This design comes from an exercise in tuning for a short achievable clock period and few clock cycles on the open sky130 flow, not from production work.
The RTL was checked by simulation tests, not by an equivalence proof against the original design.
Power figures rest on the tool's default switching activity, not on a simulated workload.

==> flow/design.v (excerpt) <==
module fetch_unit #(
  parameter int ADDR_W = fetch_pkg::ADDR_W_DEF,
  parameter int QDEPTH = 2
) (
  input  logic              clk,
  input  logic              rst,
  input  logic              load_en,
  input  logic              load_we,
  input  logic [15:0]       load_data,
  input  logic              run,
  input  logic              redirect_en,
  input  logic [ADDR_W-1:0] redirect_addr,
  input  logic              issue_ready,
  output logic              issue_valid,
  output logic [3:0]        opcode,
  output logic [1:0]        rd,
  output logic [1:0]        rs,
  output logic [1:0]        imm2,
  output logic [3:0]        imm4,
  output logic [ADDR_W-1:0] pc_out,
  output logic              halted,
  output logic              busy
);
  localparam int DEPTH = 2 ** ADDR_W;
  localparam int SG    = DEPTH / 16;          
  localparam int RG    = DEPTH / 16;          
  logic              st_load_reg, st_run_reg, st_halt_reg;
  logic              halted_next, busy_next;
  logic [ADDR_W-1:0] end_addr_reg;
  logic              prog_valid_reg;
  logic              first_wr_reg;
  logic              valid_next;
  logic [7:0]        instr_reg, instr_next;
  logic [ADDR_W-1:0] pc_reg, pc_next;
  logic              pend_reg;               
  logic [ADDR_W-1:0]  pcn_reg, pcn_next;     
  logic               last_reg, last_next;   
  logic [SG-1:0][7:0] grp_reg, grp_next;     
  logic [DEPTH-1:0]   oh_reg, oh_next;       
  logic [ADDR_W-1:0]  tgt_reg;               
  logic [RG-1:0][7:0] cand_reg;              
  logic               load_wr;
  logic [ADDR_W-1:0]  load_addr;
  logic [SG-1:0][7:0] grp_data;
  logic [RG-1:0][7:0] off_data;
  logic [7:0]         rdata_0, rdata_1, grp_or, cand_or;
  logic [DEPTH-1:0]   red_oh;
  logic               red_in_range;
  logic st_idle, enter_load, start, idle_to_halt, red, red_out, fin;
  logic s_start, s_pend, s_seq, s_hold, s_adv;
  assign load_addr    = load_data[8 +: ADDR_W];
  assign load_wr      = st_load_reg && load_we;
  assign red_in_range = (redirect_addr <= end_addr_reg);
  assign st_idle      = !st_load_reg && !st_run_reg && !st_halt_reg;
  assign enter_load   = load_en && (st_idle || st_halt_reg);
  ...
export LEC_CHECK = 0
export CAP_MARGIN = 20
export CORE_MARGIN = 2
export CORE_UTILIZATION = 60
export CTS_CLUSTER_DIAMETER = 100
export CTS_CLUSTER_SIZE = 30
export SETUP_SLACK_MARGIN = 2.2
export SLEW_MARGIN = 20
export SYNTH_HIERARCHICAL = 1
create_clock -name core_clock -period 4.0 [get_ports {clk}]
standard.sh (not shown) runs the stock make flow with config.mk's settings and CLKGATE_MAP_FILE= SYNTH_SCRIPT=/design/flow/synth_recipe.tcl, a recipe that flattens the netlist after the stock synthesis.
==> flow/flow/run.sh <==
#!/bin/bash
# Layout flow: the standard flow (standard.sh, all steps), except that the
# port buffers are inserted as buf_4 cells rather than the buffer_ports
# default. make's full output goes to standard_flow.log here; each ORFS step
# keeps its own log under orfs/logs.
set -euo pipefail
export BUFFER_PORTS_ARGS="-buffer_cell sky130_fd_sc_hd__buf_4"
bash standard.sh finish > standard_flow.log 2>&1
The first run produced a clean layout.
Testbench counts at the start, summed over its fixed seeds: cycles 24,571.
Edit:
==> flow/flow/run.sh (replaced) <==
#!/bin/bash
# Layout flow: the standard flow (standard.sh, all steps), except that
#  - the port buffers are inserted as buf_4 cells rather than the
#    buffer_ports default;
#  - the ports are placed by flow/io_pins.tcl (bottom edge, around the
#    middle) before ORFS's place_pins.
# make's full output goes to standard_flow.log here; each ORFS step keeps its
# own log under orfs/logs.
set -euo pipefail
here=$(pwd)
export BUFFER_PORTS_ARGS="-buffer_cell sky130_fd_sc_hd__buf_4"
export PRE_IO_PLACEMENT_TCL="$here/flow/io_pins.tcl"
bash standard.sh finish > standard_flow.log 2>&1
==> flow/flow/io_pins.tcl (new file) <==
# Pin placement for the layout (sourced by ORFS before place_pins): all ports
# on the bottom edge, packed around its middle, with the clock in the middle.
# This keeps the issue-port registers and the input logic close to their
# pins and the clock root close to the centre of the core.
set block [ord::get_db_block]
set die   [$block getDieArea]
set mid   [expr {([$die xMin] + [$die xMax]) / 2000.0}]
set others {}
foreach bt [$block getBTerms] {
  set name [$bt getName]
  if {$name ne "clk"} { lappend others $name }
}
set_io_pin_constraint -pin_names {clk} -region bottom:[expr {$mid - 2}]-[expr {$mid + 2}]
set_io_pin_constraint -pin_names $others -region bottom:[expr {$mid - 50}]-[expr {$mid + 50}]
Settings changed: CTS_CLUSTER_DIAMETER 100 to unset, CTS_CLUSTER_SIZE 30 to unset.
Register-to-register slack improves by 0.07 ns.
Synthesized area is unchanged.
Via count came out higher slightly.
Total power came out higher by a quarter to a third.
Cell area came out higher by a few percent.
Edit:
Settings changed: CORE_UTILIZATION 60 to 55, CTS_CLUSTER_DIAMETER set to 60, CTS_CLUSTER_SIZE set to 24.
=> Synthesized cell count does not change; via count falls slightly; power goes down by a little under a tenth; wire length rises by a few percent; hold slack improves by 0.011 ns.
Edit:
==> flow/flow/run.sh (replaced) <==
#!/bin/bash
# Layout flow: the standard flow (standard.sh, all steps), except that the
# port buffers are inserted as buf_4 cells rather than the buffer_ports
# default. make's full output goes to standard_flow.log here; each ORFS step
# keeps its own log under orfs/logs.
set -euo pipefail
export BUFFER_PORTS_ARGS="-buffer_cell sky130_fd_sc_hd__buf_4"
bash standard.sh finish > standard_flow.log 2>&1
Settings changed: CORE_UTILIZATION 55 to 60.
removed: flow/flow/io_pins.tcl
Outcome:
- The changed run went through all stages and came out clean
- first-iteration DRC count rose slightly
- global-route usage came out higher by 2.9 points
- register-to-register slack improves by 0.09 ns
Edit:
==> flow/flow/run.sh (replaced) <==
#!/bin/bash
# Layout flow: the standard flow (standard.sh, all steps), except that
#  - the port buffers are inserted as buf_4 cells rather than the
#    buffer_ports default;
#  - the ports are placed by flow/io_pins.tcl (bottom edge, around the
#    middle) before ORFS's place_pins.
# make's full output goes to standard_flow.log here; each ORFS step keeps its
# own log under orfs/logs.
set -euo pipefail
here=$(pwd)
export BUFFER_PORTS_ARGS="-buffer_cell sky130_fd_sc_hd__buf_4"
export PRE_IO_PLACEMENT_TCL="$here/flow/io_pins.tcl"
bash standard.sh finish > standard_flow.log 2>&1
==> flow/flow/io_pins.tcl (new file) <==
# Pin placement for the layout (sourced by ORFS before place_pins): all ports
# on the bottom edge, packed around its middle, with the clock in the middle.
# This keeps the issue-port registers and the input logic close to their
# pins and the clock root close to the centre of the core.
set block [ord::get_db_block]
set die   [$block getDieArea]
set mid   [expr {([$die xMin] + [$die xMax]) / 2000.0}]
set others {}
foreach bt [$block getBTerms] {
  set name [$bt getName]
  if {$name ne "clk"} { lappend others $name }
}
set_io_pin_constraint -pin_names {clk} -region bottom:[expr {$mid - 2}]-[expr {$mid + 2}]
set_io_pin_constraint -pin_names $others -region bottom:[expr {$mid - 50}]-[expr {$mid + 50}]
Settings changed: CORE_UTILIZATION 60 to 70, CTS_CLUSTER_SIZE 24 to 28.
What happened:
- The new run ran to the end with no violations
- routed wire length went down slightly
- clock-buffer cell count goes down by 26
- sequential power is about the same
- total power drops slightly
- design area barely changes
Edit:
Settings changed: CORE_UTILIZATION 70 to 50, CTS_CLUSTER_SIZE 28 to 24.
=>
- The new run finished with slew limit left
- die area grows by about 40%
- sequential power barely changes
- area after synthesis is unchanged
- via count shrinks by 6.3%


## lane 1
fetch_unit again, from the RTL that the note above started with.
// fetch_unit
module fetch_unit #(
  parameter int ADDR_W = fetch_pkg::ADDR_W_DEF,
  parameter int QDEPTH = 2
) (
  input  logic              clk,
  input  logic              rst,
  input  logic              load_en,
  input  logic              load_we,
  input  logic [15:0]       load_data,
  input  logic              run,
  input  logic              redirect_en,
  input  logic [ADDR_W-1:0] redirect_addr,
  input  logic              issue_ready,
  output logic              issue_valid,
  output logic [3:0]        opcode,
  output logic [1:0]        rd,
  output logic [1:0]        rs,
  output logic [1:0]        imm2,
  output logic [3:0]        imm4,
  output logic [ADDR_W-1:0] pc_out,
  output logic              halted,
  output logic              busy
);
Settings: LEC_CHECK=0, CAP_MARGIN=20, CORE_MARGIN=2, CORE_UTILIZATION=60, SETUP_SLACK_MARGIN=2.2, SLEW_MARGIN=20, SYNTH_HIERARCHICAL=1; clock period 4.0 ns.
==> flow/flow/run.sh <==
#!/bin/bash
# Layout flow: the standard flow (standard.sh, all steps), except that the
# port buffers are inserted as buf_4 cells rather than the buffer_ports
# default. make's full output goes to standard_flow.log here; each ORFS step
# keeps its own log under orfs/logs.
set -euo pipefail
export BUFFER_PORTS_ARGS="-buffer_cell sky130_fd_sc_hd__buf_4"
bash standard.sh finish > standard_flow.log 2>&1
Lane 1 completed every stage of the flow, and the final layout passed the timing, design-rule and antenna checks.
Testbench counts of lane 1, summed over its fixed seeds: cycles 24,571.
Edits applied to the flow inputs when going from lane 1 to lane 2:
--- a/flow/config.mk
+++ b/flow/config.mk
@@ -8,5 +8,5 @@
 export CAP_MARGIN = 20
 export CORE_MARGIN = 2
-export CORE_UTILIZATION = 60
+export CORE_UTILIZATION = 40
 export SETUP_SLACK_MARGIN = 2.2
 export SLEW_MARGIN = 20
--- outcome ---
In lane 2 the weighted congestion at the end of routability-driven global placement turned out 1.2% lower than in lane 1. The higher worst endpoint data arrival time of lane 1 and lane 2 is in lane 2. Against lane 1, lane 2 reports a chip width that is higher. Largest stage delay on the critical path: lane 2 vs lane 1 up 0.05 ns. Against lane 1, setup slack in lane 2 came out worse. In the flow results for lane 1 and lane 2, the post-cts sizing count is larger on lane 2. In the tables for lane 1 and lane 2, overall track demand over capacity in global routing reads higher with lane 1. Summary: with lane 1 as the reference, DRC violation total after the first TritonRoute iteration in lane 2 moved down by a few percent. [lane 2 vs lane 1] cell area reported after detailed placement: higher in lane 2. Looking at power across both flows, lane 2 is the weaker of the two, with lane 1 ahead.


== the reference run ==
Starting RTL as in the previous note.
export LEC_CHECK = 0
export CAP_MARGIN = 20
export CORE_MARGIN = 2
export CORE_UTILIZATION = 60
export CTS_CLUSTER_DIAMETER = 50
export CTS_CLUSTER_SIZE = 20
export SETUP_SLACK_MARGIN = 2.2
export SLEW_MARGIN = 20
export SYNTH_HIERARCHICAL = 1
create_clock -name core_clock -period 4.0 [get_ports {clk}]
==> flow/flow/run.sh <==
#!/bin/bash
# Layout flow: the standard flow (standard.sh, all steps), except that
#  - the port buffers are inserted as buf_4 cells rather than the
#    buffer_ports default;
#  - the ports are placed by flow/io_pins.tcl (bottom edge, around the
#    middle) before ORFS's place_pins.
# make's full output goes to standard_flow.log here; each ORFS step keeps its
# own log under orfs/logs.
set -euo pipefail
here=$(pwd)
export BUFFER_PORTS_ARGS="-buffer_cell sky130_fd_sc_hd__buf_4"
export PRE_IO_PLACEMENT_TCL="$here/flow/io_pins.tcl"
bash standard.sh finish > standard_flow.log 2>&1
==> flow/flow/io_pins.tcl <==
# Pin placement for the layout (sourced by ORFS before place_pins): all ports
# on the bottom edge, packed around its middle, with the clock in the middle.
# This keeps the issue-port registers and the input logic close to their
# pins and the clock root close to the centre of the core.
set block [ord::get_db_block]
set die   [$block getDieArea]
set mid   [expr {([$die xMin] + [$die xMax]) / 2000.0}]
set others {}
foreach bt [$block getBTerms] {
  set name [$bt getName]
  if {$name ne "clk"} { lappend others $name }
}
set_io_pin_constraint -pin_names {clk} -region bottom:[expr {$mid - 2}]-[expr {$mid + 2}]
set_io_pin_constraint -pin_names $others -region bottom:[expr {$mid - 50}]-[expr {$mid + 50}]
Testbench counts of the reference run, summed over its fixed seeds: cycles 24,571.
Here is what was changed in the inputs of the trial run compared with the reference run.
- CTS_CLUSTER_SIZE changed from 20 to 24
- CTS_CLUSTER_DIAMETER changed from 50 to 60
Sort the trial run and the reference run by via count, ascending, and the trial run comes first.
As far as simple-gate portion of the synthesized area goes, the trial run and the reference run are indistinguishable; the numbers are identical.
In the flow results for the trial run and the reference run, the area added between synthesis and finish is smaller on the trial run.

[afterwards: timing with drivers on the ports]
No port has a modelled driver above. Below, the same layouts with a new extraction and two added sets of constraints. Step 1 sets driving cells, clkbuf_16 on the clock port and buf_2 on the other inputs (assumed; they add their load-dependent delay and slew). Step 2 moves the port delays by t, midway between the first and last clock arrival at a register: inputs arrive t later, outputs are due t later. That takes back most of the time a late clock gives input paths. Slacks: ideal ports / drivers / drivers and shift; pairs: ideal ports / drivers.
run | shift t [ns] | slack for setup (ns) | hold slack, ns | latest minus earliest clock arrival (ns)
the first run of note 1 | 0.889 | 1.768 / 1.679 / 1.238 | 0.111 / 0.080 / 0.498 | 0.033 / 0.033
the second run of note 1 | 0.990 | 1.718 / 1.650 / 1.154 | 0.043 / 0.006 / 0.485 | 0.041 / 0.041
the third run of note 1 | 0.911 | 1.801 / 1.733 / 1.242 | 0.054 / 0.050 / 0.487 | 0.056 / 0.056
the fourth run of note 1 | 0.958 | 1.714 / 1.615 / 1.223 | 0.071 / 0.009 / 0.489 | 0.040 / 0.040
the fifth run of note 1 | 0.920 | 1.672 / 1.672 / 1.088 | 0.082 / 0.057 / 0.490 | 0.060 / 0.060
the sixth run of note 1 | 0.915 | 1.456 / 1.456 / 1.209 | 0.088 / 0.054 / 0.491 | 0.059 / 0.059
lane 1 | 1.027 | 1.673 / 1.576 / 1.093 | 0.053 / -0.015 / 0.480 | 0.035 / 0.035
lane 2 | 0.979 | 1.615 / 1.505 / 1.085 | 0.039 / 0.054 / 0.479 | 0.064 / 0.064
the reference run | 0.945 | 1.761 / 1.690 / 1.177 | 0.061 / 0.026 / 0.486 | 0.044 / 0.044
the trial run | 0.936 | 1.761 / 1.689 / 1.236 | 0.075 / 0.046 / 0.490 | 0.044 / 0.043
